Background: an optimization exercise with open tools, aiming at small area, a short achievable clock period and few clock cycles per item. Do not read the settings as production practice. Function was checked by simulation only, so behaviour that the tests miss may differ from the original.

==> flow/design.v <==
module rhc_final (
  input  logic [14:0] qs,
  input  logic [11:0] qh,
  input  logic [2:0]  k,
  input  logic [7:0]  mx,
  output logic [14:0] hue,
  output logic [14:0] sat,
  output logic [14:0] bri
);
  localparam logic [21*16-1:0] TA = {16'hf800, 16'h07c0, 16'he738, 16'h96b4, 16'hcc66, 16'hd5aa, 16'h78f0, 16'h64cc, 16'h52aa, 16'h07c0, 16'he738, 16'h96b4, 16'hcc66, 16'hd5aa, 16'h78f0, 16'h64cc, 16'h52aa, 16'h07c0, 16'he738, 16'h96b4, 16'hcc66};
  localparam logic [17*16-1:0] TB = {16'hf800, 16'h07c0, 16'he738, 16'h96b4, 16'hcc66, 16'hd5aa, 16'h78f0, 16'h64cc, 16'h52aa, 16'h07c0, 16'he738, 16'hd6b4, 16'h8ce6, 16'h952a, 16'h3878, 16'h3666, 16'had55};
  logic [15:0] ha, hb;
  logic [20:0] ta, tsum;
  logic [16:0] tb;
  always_comb begin
    ha = 16'd1 << mx[7:4];
    hb = 16'd1 << mx[3:0];
    for (int i = 0; i < 21; i++) ta[i] = |(ha & TA[i*16 +: 16]);
    for (int i = 0; i < 17; i++) tb[i] = |(hb & TB[i*16 +: 16]);
    tsum = ta + 21'(tb);
    bri  = tsum[20:6];
    hue  = {7'(qh[11:8]) + 7'(k) * 7'd15, qh[7:0]};
    sat  = (mx != 8'd0) ? qs : 15'd0;
  end
endmodule
module rhc_div_cell (
  input  logic [7:0] r,
  input  logic       b,
  input  logic [7:0] den,
  output logic [7:0] r_n,
  output logic       q
);
  logic [9:0] t;
  always_comb begin
    t   = {1'b0, r, b} - {2'b00, den};
    q   = ~t[9];
    r_n = q ? t[7:0] : {r[6:0], b};
  end
endmodule
module rhc_div4_cell (
  input  logic [7:0] r,
  input  logic [1:0] b,
  input  logic [7:0] den,
  input  logic [9:0] den3,
  output logic [7:0] r_n,
  output logic [1:0] q
);
  logic [9:0]  r4;
  logic [10:0] t1, t2, t3;
  logic c1, c2, c3;
  always_comb begin
    r4 = {r, b};
    t1 = {1'b0, r4} - {3'b000, den};
    t2 = {1'b0, r4} - {2'b00, den, 1'b0};
    t3 = {1'b0, r4} - {1'b0, den3};
    c1 = ~t1[10];
    c2 = ~t2[10];
    c3 = ~t3[10];
    q  = {c2, c3 | (c1 & ~c2)};
    if (c3)      r_n = t3[7:0];
    else if (c2) r_n = t2[7:0];
    else if (c1) r_n = t1[7:0];
    else         r_n = r4[7:0];
  end
endmodule
module rhc_front (
  input  logic [7:0] r,
  input  logic [7:0] g,
  input  logic [7:0] b,
  output logic [7:0] d,
  output logic [7:0] dh,
  output logic [7:0] mx,
  output logic [7:0] np,
  output logic [2:0] k
);
  logic ge_rg, ge_rb, ge_gb, eq;
  logic [7:0] mn, md, na, nb;
  always_comb begin
    ge_rg = r >= g;
    ge_rb = r >= b;
    ge_gb = g >= b;
    eq = (r == g) && (g == b);
    if (ge_rg && ge_rb) begin         
      mx = r;
      if (ge_gb) begin md = g; mn = b; k = 3'd0; end
      else       begin md = b; mn = g; k = 3'd5; end
    end else if (ge_gb) begin         
      mx = g;
      if (!ge_rb) begin md = b; mn = r; k = 3'd2; end
      else        begin md = r; mn = b; k = 3'd1; end
    end else begin                    
      mx = b;
      if (ge_rg) begin md = r; mn = g; k = 3'd4; end
      else       begin md = g; mn = r; k = 3'd3; end
    end
    d  = mx - mn;
    na = k[0] ? mx : md;
    nb = k[0] ? md : mn;
    np = na - nb;
    dh = {d[7:1], d[0] | eq};
  end
endmodule
module rgb_to_hsv_converter_top (
  input  logic        clk,
  input  logic        rst,
  input  logic        in_valid,
  output logic        in_stall,
  input  logic [7:0]  red,
  input  logic [7:0]  green,
  input  logic [7:0]  blue,
  output logic        out_valid,
  input  logic        out_stall,
  output logic [14:0] hue,
  output logic [14:0] saturation,
  output logic [14:0] brightness
);
  wire adv = ~out_valid | ~out_stall;
  logic       skid_v;
  logic [7:0] sk_r, sk_g, sk_b;
  assign in_stall = skid_v;
  always_ff @(posedge clk) begin
    if (rst) skid_v <= 1'b0;
    else if (skid_v) skid_v <= ~adv;
    else skid_v <= ~adv & in_valid;
    if (!skid_v) begin sk_r <= red; sk_g <= green; sk_b <= blue; end
  end
  logic       v0;
  logic [7:0] r0, g0, b0;
  always_ff @(posedge clk) begin
    if (rst) v0 <= 1'b0;
    else if (adv) v0 <= skid_v | in_valid;
    if (adv) begin
      r0 <= skid_v ? sk_r : red;
      g0 <= skid_v ? sk_g : green;
      b0 <= skid_v ? sk_b : blue;
    end
  end
  wire [7:0] f1_d, f1_dh, f1_mx, f1_np; wire [2:0] f1_k;
  rhc_front f1 (.r(r0), .g(g0), .b(b0), .d(f1_d), .dh(f1_dh), .mx(f1_mx), .np(f1_np), .k(f1_k));
  logic v1;
  logic [7:0] p1_d;
  logic [0:0] p1_eq;
  logic [7:0] p1_mx;
  logic [7:0] p1_np;
  logic [2:0] p1_k;
  always_ff @(posedge clk) begin
    if (rst) v1 <= 1'b0;
    else if (adv) v1 <= v0;
    if (adv) begin
      p1_d <= f1_d;
      p1_eq <= f1_dh[0] ^ f1_d[0];
      p1_mx <= f1_mx;
      p1_np <= f1_np;
      p1_k <= f1_k;
    end
  end
  wire [14:0] f2_n = {p1_d, 6'd0} + {1'b0, p1_d, 5'd0} + {5'd0, p1_d, 2'd0};
  wire [9:0] f2_ts = {1'b0, p1_mx, 1'b0} + {2'b0, p1_mx};
  wire [7:0] f2_rs = f2_n[14:7]; wire [6:0] f2_bs = f2_n[6:0];
  wire [5:0] w3 = f2_bs[5:0];
  wire [7:0] st4_r; wire st4_q;
  rhc_div_cell st4 (.r(f2_rs), .b(f2_bs[6]), .den(p1_mx), .r_n(st4_r), .q(st4_q));
  wire [7:0] f5_dh = {p1_d[7:1], p1_d[0] | p1_eq};
  wire [11:0] f5_m = {p1_np, 4'd0} - {4'd0, p1_np};
  wire [9:0] f5_th = {1'b0, f5_dh, 1'b0} + {2'b0, f5_dh};
  wire [7:0] f5_rh = f5_m[11:4]; wire [3:0] f5_bh = f5_m[3:0];
  logic v2;
  logic [2:0] p2_k;
  logic [7:0] p2_rs;
  logic [5:0] p2_bs;
  logic [7:0] p2_Ds;
  logic [0:0] p2_qs;
  logic [7:0] p2_rh;
  logic [3:0] p2_bh;
  logic [7:0] p2_Dh;
  always_ff @(posedge clk) begin
    if (rst) v2 <= 1'b0;
    else if (adv) v2 <= v1;
    if (adv) begin
      p2_k <= p1_k;
      p2_rs <= st4_r;
      p2_bs <= w3;
      p2_Ds <= p1_mx;
      p2_qs <= st4_q;
      p2_rh <= f5_rh;
      p2_bh <= f5_bh;
      p2_Dh <= f5_dh;
    end
  end
  wire [4:0] w6 = p2_bs[4:0];
  wire [7:0] st7_r; wire st7_q;
  rhc_div_cell st7 (.r(p2_rs), .b(p2_bs[5]), .den(p2_Ds), .r_n(st7_r), .q(st7_q));
  wire [1:0] w8 = {p2_qs, st7_q};
  wire [3:0] w9 = w6[3:0];
  wire [7:0] st10_r; wire st10_q;
  rhc_div_cell st10 (.r(st7_r), .b(w6[4]), .den(p2_Ds), .r_n(st10_r), .q(st10_q));
  wire [2:0] w11 = {w8, st10_q};
  wire [2:0] w12 = p2_bh[2:0];
  wire [7:0] st13_r; wire st13_q;
  rhc_div_cell st13 (.r(p2_rh), .b(p2_bh[3]), .den(p2_Dh), .r_n(st13_r), .q(st13_q));
  wire [1:0] w14 = w12[1:0];
  wire [7:0] st15_r; wire st15_q;
  rhc_div_cell st15 (.r(st13_r), .b(w12[2]), .den(p2_Dh), .r_n(st15_r), .q(st15_q));
  wire [1:0] w16 = {st13_q, st15_q};
  logic v3;
  logic [2:0] p3_k;
  logic [7:0] p3_rs;
  logic [3:0] p3_bs;
  logic [7:0] p3_Ds;
  logic [2:0] p3_qs;
  logic [7:0] p3_rh;
  logic [1:0] p3_bh;
  logic [7:0] p3_Dh;
  logic [1:0] p3_qh;
  always_ff @(posedge clk) begin
    if (rst) v3 <= 1'b0;
    else if (adv) v3 <= v2;
    if (adv) begin
      p3_k <= p2_k;
      p3_rs <= st10_r;
      p3_bs <= w9;
      p3_Ds <= p2_Ds;
      p3_qs <= w11;
      p3_rh <= st15_r;
      p3_bh <= w14;
      p3_Dh <= p2_Dh;
      p3_qh <= w16;
    end
  end
  wire [2:0] w17 = p3_bs[2:0];
  wire [7:0] st18_r; wire st18_q;
  rhc_div_cell st18 (.r(p3_rs), .b(p3_bs[3]), .den(p3_Ds), .r_n(st18_r), .q(st18_q));
  wire [3:0] w19 = {p3_qs, st18_q};
  wire [1:0] w20 = w17[1:0];
  wire [7:0] st21_r; wire st21_q;
  rhc_div_cell st21 (.r(st18_r), .b(w17[2]), .den(p3_Ds), .r_n(st21_r), .q(st21_q));
  wire [4:0] w22 = {w19, st21_q};
  wire [0:0] w23 = p3_bh[0:0];
  wire [7:0] st24_r; wire st24_q;
  rhc_div_cell st24 (.r(p3_rh), .b(p3_bh[1]), .den(p3_Dh), .r_n(st24_r), .q(st24_q));
  wire [2:0] w25 = {p3_qh, st24_q};
  wire [7:0] st26_r; wire st26_q;
  rhc_div_cell st26 (.r(st24_r), .b(w23[0]), .den(p3_Dh), .r_n(st26_r), .q(st26_q));
  wire [3:0] w27 = {w25, st26_q};
  logic v4;
  logic [2:0] p4_k;
  logic [7:0] p4_rs;
  logic [1:0] p4_bs;
  logic [7:0] p4_Ds;
  logic [4:0] p4_qs;
  logic [7:0] p4_rh;
  logic [7:0] p4_Dh;
  logic [3:0] p4_qh;
  always_ff @(posedge clk) begin
    if (rst) v4 <= 1'b0;
    else if (adv) v4 <= v3;
    if (adv) begin
      p4_k <= p3_k;
      p4_rs <= st21_r;
      p4_bs <= w20;
      p4_Ds <= p3_Ds;
      p4_qs <= w22;
      p4_rh <= st26_r;
      p4_Dh <= p3_Dh;
      p4_qh <= w27;
    end
  end
  wire [0:0] w28 = p4_bs[0:0];
  wire [7:0] st29_r; wire st29_q;
  rhc_div_cell st29 (.r(p4_rs), .b(p4_bs[1]), .den(p4_Ds), .r_n(st29_r), .q(st29_q));
  wire [5:0] w30 = {p4_qs, st29_q};
  wire [7:0] st31_r; wire st31_q;
  rhc_div_cell st31 (.r(st29_r), .b(w28[0]), .den(p4_Ds), .r_n(st31_r), .q(st31_q));
  wire [6:0] w32 = {w30, st31_q};
  wire [7:0] st33_r; wire st33_q;
  rhc_div_cell st33 (.r(p4_rh), .b(1'b0), .den(p4_Dh), .r_n(st33_r), .q(st33_q));
  wire [4:0] w34 = {p4_qh, st33_q};
  wire [7:0] st35_r; wire st35_q;
  rhc_div_cell st35 (.r(st33_r), .b(1'b0), .den(p4_Dh), .r_n(st35_r), .q(st35_q));
  wire [5:0] w36 = {w34, st35_q};
  logic v5;
  logic [2:0] p5_k;
  logic [7:0] p5_rs;
  logic [7:0] p5_Ds;
  logic [6:0] p5_qs;
  logic [7:0] p5_rh;
  logic [7:0] p5_Dh;
  logic [5:0] p5_qh;
  always_ff @(posedge clk) begin
    if (rst) v5 <= 1'b0;
    else if (adv) v5 <= v4;
    if (adv) begin
      p5_k <= p4_k;
      p5_rs <= st31_r;
      p5_Ds <= p4_Ds;
      p5_qs <= w32;
      p5_rh <= st35_r;
      p5_Dh <= p4_Dh;
      p5_qh <= w36;
    end
  end
  wire [7:0] st37_r; wire st37_q;
  rhc_div_cell st37 (.r(p5_rs), .b(1'b0), .den(p5_Ds), .r_n(st37_r), .q(st37_q));
  wire [7:0] w38 = {p5_qs, st37_q};
  wire [7:0] st39_r; wire st39_q;
  rhc_div_cell st39 (.r(st37_r), .b(1'b0), .den(p5_Ds), .r_n(st39_r), .q(st39_q));
  wire [8:0] w40 = {w38, st39_q};
  wire [7:0] st41_r; wire st41_q;
  rhc_div_cell st41 (.r(p5_rh), .b(1'b0), .den(p5_Dh), .r_n(st41_r), .q(st41_q));
  wire [6:0] w42 = {p5_qh, st41_q};
  wire [7:0] st43_r; wire st43_q;
  rhc_div_cell st43 (.r(st41_r), .b(1'b0), .den(p5_Dh), .r_n(st43_r), .q(st43_q));
  wire [7:0] w44 = {w42, st43_q};
  logic v6;
  logic [2:0] p6_k;
  logic [7:0] p6_rs;
  logic [7:0] p6_Ds;
  logic [8:0] p6_qs;
  logic [7:0] p6_rh;
  logic [7:0] p6_Dh;
  logic [7:0] p6_qh;
  always_ff @(posedge clk) begin
    if (rst) v6 <= 1'b0;
    else if (adv) v6 <= v5;
    if (adv) begin
      p6_k <= p5_k;
      p6_rs <= st39_r;
      p6_Ds <= p5_Ds;
      p6_qs <= w40;
      p6_rh <= st43_r;
      p6_Dh <= p5_Dh;
      p6_qh <= w44;
    end
  end
  wire [7:0] st45_r; wire st45_q;
  rhc_div_cell st45 (.r(p6_rs), .b(1'b0), .den(p6_Ds), .r_n(st45_r), .q(st45_q));
  wire [9:0] w46 = {p6_qs, st45_q};
  wire [7:0] st47_r; wire st47_q;
  rhc_div_cell st47 (.r(st45_r), .b(1'b0), .den(p6_Ds), .r_n(st47_r), .q(st47_q));
  wire [10:0] w48 = {w46, st47_q};
  wire [7:0] st49_r; wire st49_q;
  rhc_div_cell st49 (.r(p6_rh), .b(1'b0), .den(p6_Dh), .r_n(st49_r), .q(st49_q));
  wire [8:0] w50 = {p6_qh, st49_q};
  wire [7:0] st51_r; wire st51_q;
  rhc_div_cell st51 (.r(st49_r), .b(1'b0), .den(p6_Dh), .r_n(st51_r), .q(st51_q));
  wire [9:0] w52 = {w50, st51_q};
  logic v7;
  logic [2:0] p7_k;
  logic [7:0] p7_rs;
  logic [7:0] p7_Ds;
  logic [10:0] p7_qs;
  logic [7:0] p7_rh;
  logic [7:0] p7_Dh;
  logic [9:0] p7_qh;
  always_ff @(posedge clk) begin
    if (rst) v7 <= 1'b0;
    else if (adv) v7 <= v6;
    if (adv) begin
      p7_k <= p6_k;
      p7_rs <= st47_r;
      p7_Ds <= p6_Ds;
      p7_qs <= w48;
      p7_rh <= st51_r;
      p7_Dh <= p6_Dh;
      p7_qh <= w52;
    end
  end
  wire [7:0] st53_r; wire st53_q;
  rhc_div_cell st53 (.r(p7_rs), .b(1'b0), .den(p7_Ds), .r_n(st53_r), .q(st53_q));
  wire [11:0] w54 = {p7_qs, st53_q};
  wire [7:0] st55_r; wire st55_q;
  rhc_div_cell st55 (.r(st53_r), .b(1'b0), .den(p7_Ds), .r_n(st55_r), .q(st55_q));
  wire [12:0] w56 = {w54, st55_q};
  wire [7:0] st57_r; wire st57_q;
  rhc_div_cell st57 (.r(p7_rh), .b(1'b0), .den(p7_Dh), .r_n(st57_r), .q(st57_q));
  wire [10:0] w58 = {p7_qh, st57_q};
  wire [7:0] st59_r; wire st59_q;
  rhc_div_cell st59 (.r(st57_r), .b(1'b0), .den(p7_Dh), .r_n(st59_r), .q(st59_q));
  wire [11:0] w60 = {w58, st59_q};
  logic v8;
  logic [2:0] p8_k;
  logic [7:0] p8_rs;
  logic [7:0] p8_Ds;
  logic [12:0] p8_qs;
  logic [11:0] p8_qh;
  always_ff @(posedge clk) begin
    if (rst) v8 <= 1'b0;
    else if (adv) v8 <= v7;
    if (adv) begin
      p8_k <= p7_k;
      p8_rs <= st55_r;
      p8_Ds <= p7_Ds;
      p8_qs <= w56;
      p8_qh <= w60;
    end
  end
  wire [7:0] st61_r; wire st61_q;
  rhc_div_cell st61 (.r(p8_rs), .b(1'b0), .den(p8_Ds), .r_n(st61_r), .q(st61_q));
  wire [13:0] w62 = {p8_qs, st61_q};
  wire [7:0] st63_r; wire st63_q;
  rhc_div_cell st63 (.r(st61_r), .b(1'b0), .den(p8_Ds), .r_n(st63_r), .q(st63_q));
  wire [14:0] w64 = {w62, st63_q};
  wire [14:0] fin65_h, fin65_s, fin65_v;
  rhc_final fin65 (.qs(w64), .qh(p8_qh), .k(p8_k), .mx(p8_Ds), .hue(fin65_h), .sat(fin65_s), .bri(fin65_v));
  always_ff @(posedge clk) begin
    if (rst) out_valid <= 1'b0;
    else if (adv) out_valid <= v8;
    if (adv) begin
      hue        <= fin65_h;
      saturation <= fin65_s;
      brightness <= fin65_v;
    end
  end
endmodule
==> flow/flow/run.sh <==
#!/bin/bash
set -euo pipefail
bash standard.sh SETUP_SLACK_MARGIN=10.0 \
  "BUFFER_PORTS_ARGS=-buffer_cell sky130_fd_sc_hd__buf_2" \
  "CTS_ARGS=-sink_clustering_enable -repair_clock_nets -dont_use_dummy_load -buf_list sky130_fd_sc_hd__clkbuf_16 -sink_clustering_size 24 -sink_clustering_max_diameter 100" \
  finish > make_finish.log 2>&1
==> flow/standard.sh <==
#!/bin/bash
# synth_recipe.tcl (not shown) runs the flow's synth.tcl, then flattens the netlist and writes it again
# the make line also repeats each setting of config.mk as NAME=value (left out here)
make -C /OpenROAD-flow-scripts/flow DESIGN_CONFIG=/design/flow/config.mk WORK_HOME=/design/flow/orfs CLKGATE_MAP_FILE= SYNTH_SCRIPT=/design/flow/synth_recipe.tcl "${@:-finish}"
==> flow/config.mk <==
export PLATFORM = sky130hd
export DESIGN_NAME = rgb_to_hsv_converter_top
export DESIGN_NICKNAME = rgb_to_hsv_converter_top
export VERILOG_FILES = /design/flow/design.v
export SDC_FILE = /design/flow/constraint.sdc
export NUM_CORES = 4
export LEC_CHECK = 0
export ABC_AREA = 1
export CAP_MARGIN = 20
export CORE_MARGIN = 2
export CORE_UTILIZATION = 60
export PLACE_DENSITY = 0.75
export SLEW_MARGIN = 20
==> flow/constraint.sdc <==
create_clock -name core_clock -period 14.0 [get_ports {clk}]
set_input_delay 2.8000 -clock core_clock [delete_from_list [all_inputs] [get_ports {clk}]]
set_output_delay 2.8000 -clock core_clock [all_outputs]
set_load 0.01 [all_outputs]
==> summary.txt <==
Floorplanning
  • Die ar.: 49,000 sq um
  • Placeable Area: 46,600 sq um
  • Die width: 221 um
  • Io pins: 75
  • Row cnt: 79
  • Initial Utilization: 0.609
  • Die height: 221 um

Logic synthesis
  • Xor/xnor share of the synthesized area: 0.0584
  • Largest family of logic cells by synthesized area: adder cells
  • Mapped Nets: 3,201
  • Yosys warns: 4
  • Post-synthesis sequential area ratio: 0.476
  • Post-Synth Simple-Gate Area: 0.131
  • Adder and majority gate portion of the synthesized area: 0.144
  • Post-synth top area cell: edfxtp_1
  • Multiplexer share of the synthesized area: 0.0115
  • Synthesis-stage register bit count: 461
  • Compound-cell area share of the yosys netlist: 0.116
  • Number of flops mapped to enable cells by yosys: 426
  • Post-synth top flop: edfxtp_1
  • Post-synthesis cell type count: 56
  • Post-synth top area share: 0.452
  • Ranking of synthesized cells by area: edfxtp_1 (45%), ha_1 (12%), nand2_1 (6.9%)
  • FFs w/ async S/R, synth: 0
  • Synth Instances: 2,864
  • Mapped Area: 28,300 sq um
  • Avg Cell Area, Syn: 9.89 sq um

Global route
  • Largest net degree at the start of global routing: 86
  • Overall global routing resource usage: 0.223
  • Total global routing overflow: 0
  • Global-route wire length before repair: 91.7 mm
  • Number of global-route vias before repair: 19.9k
  • Initial antenna violation count: 0

Routing
  • WL/cell: 15.5 um
  • Vias per cell: 5.57
  • Drt initial violations: 1,179
  • Final ANT Viol Nets: 0
  • Final WL: 55.1 mm
  • Drt drc: 0
  • First-pass detailed-route iteration total: 6
  • Total number of vias: 19.8k

STA
  • Final worst path period need: 3.99 ns
  • WHS: 0.417 ns
  • Slew @ Worst Pin: 0.815 ns
  • FMAX: 251 MHz
  • Post-Route Setup TNS: 0 ns
  • Rel. slew slack: 0.456
  • Final-report max-slew violation count: 0
  • Layout Skew: 0.0439 ns
  • # setup viols final: 0
  • RSZ-0062 raised after global routing: yes
  • Final period util: 0.285
  • Final Hold Fails: 0

Clock tree
  • Htree depth: 1
  • Post-CTS Hold Fix Bufs: 0
  • Root buffer cell: clkbuf_16
  • Total CTS buffers: 23
  • Clk slew on worst S/H paths: 0.10 ns
  • TritonCTS clock tree: done
  • Latest clock arrival within the worst-skew pair: 0.57 ns
  • CTS Buffer Depth: 3
  • CTS sink cnt: 461

Min path
  • Worst hold path type: reg2reg

Cells and area
  • Share of post-route cells with drive strength above 1: 0.107
  • Commonest cells after routing, fill and taps aside: nand2_1 (509), edfxtp_1 (426), inv_1 (362), ha_1 (279), a21oi_1 (245)
  • Commonest non-fill, non-tap cell in the layout: nand2_1
  • Nets: 3,289
  • ANT cells: 0
  • Area Overhead vs Synth: 6.71%
  • Fin cells: 3,557

Critical path
  • Critical Path Sink Type: primary output
  • Worst path max stage delay: 0.46 ns
  • Largest delay contributor family on the critical path: flip-flops
  • CP max FO: 4
  • Arr. time, crit path: 1.19 ns
  • Cells along the critical path: buf_2
  • Slowest-stage cell, CP: dfxtp_4
  • Crit path buffers/inverters: 1
  • Startpoint types: flip-flop
  • Critical path type: reg2out
  • CP Data Required Time: 11.20 ns

Placement
  • Hpwl dp: 41.8 mm
  • Port bufs: 74
  • RePlAce Congestion: 0.879
  • Placed insts: 3,506

Flow run
  • MaxCap Viol Count: 0

Run status
  • Outcome: no timing/DRC/antenna violations
logic make-up after synthesis:
group	count (synthesis)
flops	461
mux	29
buf+inv	438
compound gates	580
simple gates	858
fa+ha+maj	309
xor+xnor	189
worst paths after layout:
kind | start | end | slack [ns] | cells past startpoint
min | p2_bh[0] | p3_bh[0] | 0.42 | 0
max reg2reg | r0[7] | p1_np[7] | 10.18 | 21
min reg2reg | p2_bh[0] | p3_bh[0] | 0.42 | 0
max | out_valid | out_valid | 10.01 | 1
cell usage after synthesis, drive strengths merged, types with 4 or more instances:
cell type	count
o21ai	234
o31ai	9
a211oi	4
nand4	20
clkbuf	5
nor2	149
a21o	6
edfxtp	426
nand3b	9
or2	8
fa	30
xnor2	80
o211ai	19
dfxtp	35
xor2	109
nor3	29
mux2	29
nand3	83
inv	392
ha	279
a21oi	263
buf	38
a31oi	10
o22ai	5
nand2	558
o21bai	18
sequential cells by signal, indices dropped and copies added, names as in the netlist, 9 cells and up:
name        flops
p8_qh          12
p8_qs          13
p7_qh          10
p7_qs          11
hue            15
p6_qs           9
saturation     15
brightness     15
routing by layer:
| layer | vias up | routed length, um | track usage |
|---|---|---|---|
| li1 | 9979 | - | - |
| met1 | 9370 | 23000 | 0.259 |
| met2 | 362 | 29300 | 0.432 |
| met3 | 87 | 1580 | 0.0202 |
| met4 | 0 | 1320 | 0.0643 |
| met5 | - | 0 | 0 |
cell type report:
class,instances,area (sq um)
clock buffer,23,576
tap,607,759
timing repair buffer,102,632
inverter,395,1510
multi-input combinational,1968,13300
fill,3596,16300
sequential,461,13500
timing repair inverter,1,7.51
stage by stage:
step	utilization	cell area, sq um	setup WS, ns
after global routing	0.649	30200	9.93
after CTS	0.643	30000	9.99
after floorplan	-	28400	9.63
final	0.649	30200	10.01
after global placement	0.628	29200	8.19
after detailed placement	0.628	29200	8.09
what timing repair did:
item,4_1_cts,5_1_grt
gates cloned,2,2
pin swaps,2,9
buffers inserted,4,20
setup endpoints to repair,338,154
gates resized for setup,25,34
Testbench counts, summed over its fixed seeds: cycles 12,060, items 12,000.

re-timing with driven ports:
The flow's constraints put no driver on any port. The routed layout listed below was extracted and timed again, unchanged, in two steps. Step 1 assumes that a clkbuf_16 drives the clock port and a buf_2 every other input. Step 2 times the ports against the registers' clock, not the clock port: input delays grow and output delays shrink by t, the midpoint of the rising clock arrivals with the driver on. a / b / c = ideal / step 1 / step 2; a / b = the first two.
t, ns: 0.605
setup WS [ns]: 10.014 / 9.961 / 9.529
worst setup path at the end: input to register
clock arrival spread, ns: 0.052 / 0.053
worst register clock-pin slew, ns: 0.10 / 0.10
After both steps this run still meets setup and hold. The setup slack of this run moves by -0.053 ns with the drivers and by -0.485 ns with both steps.
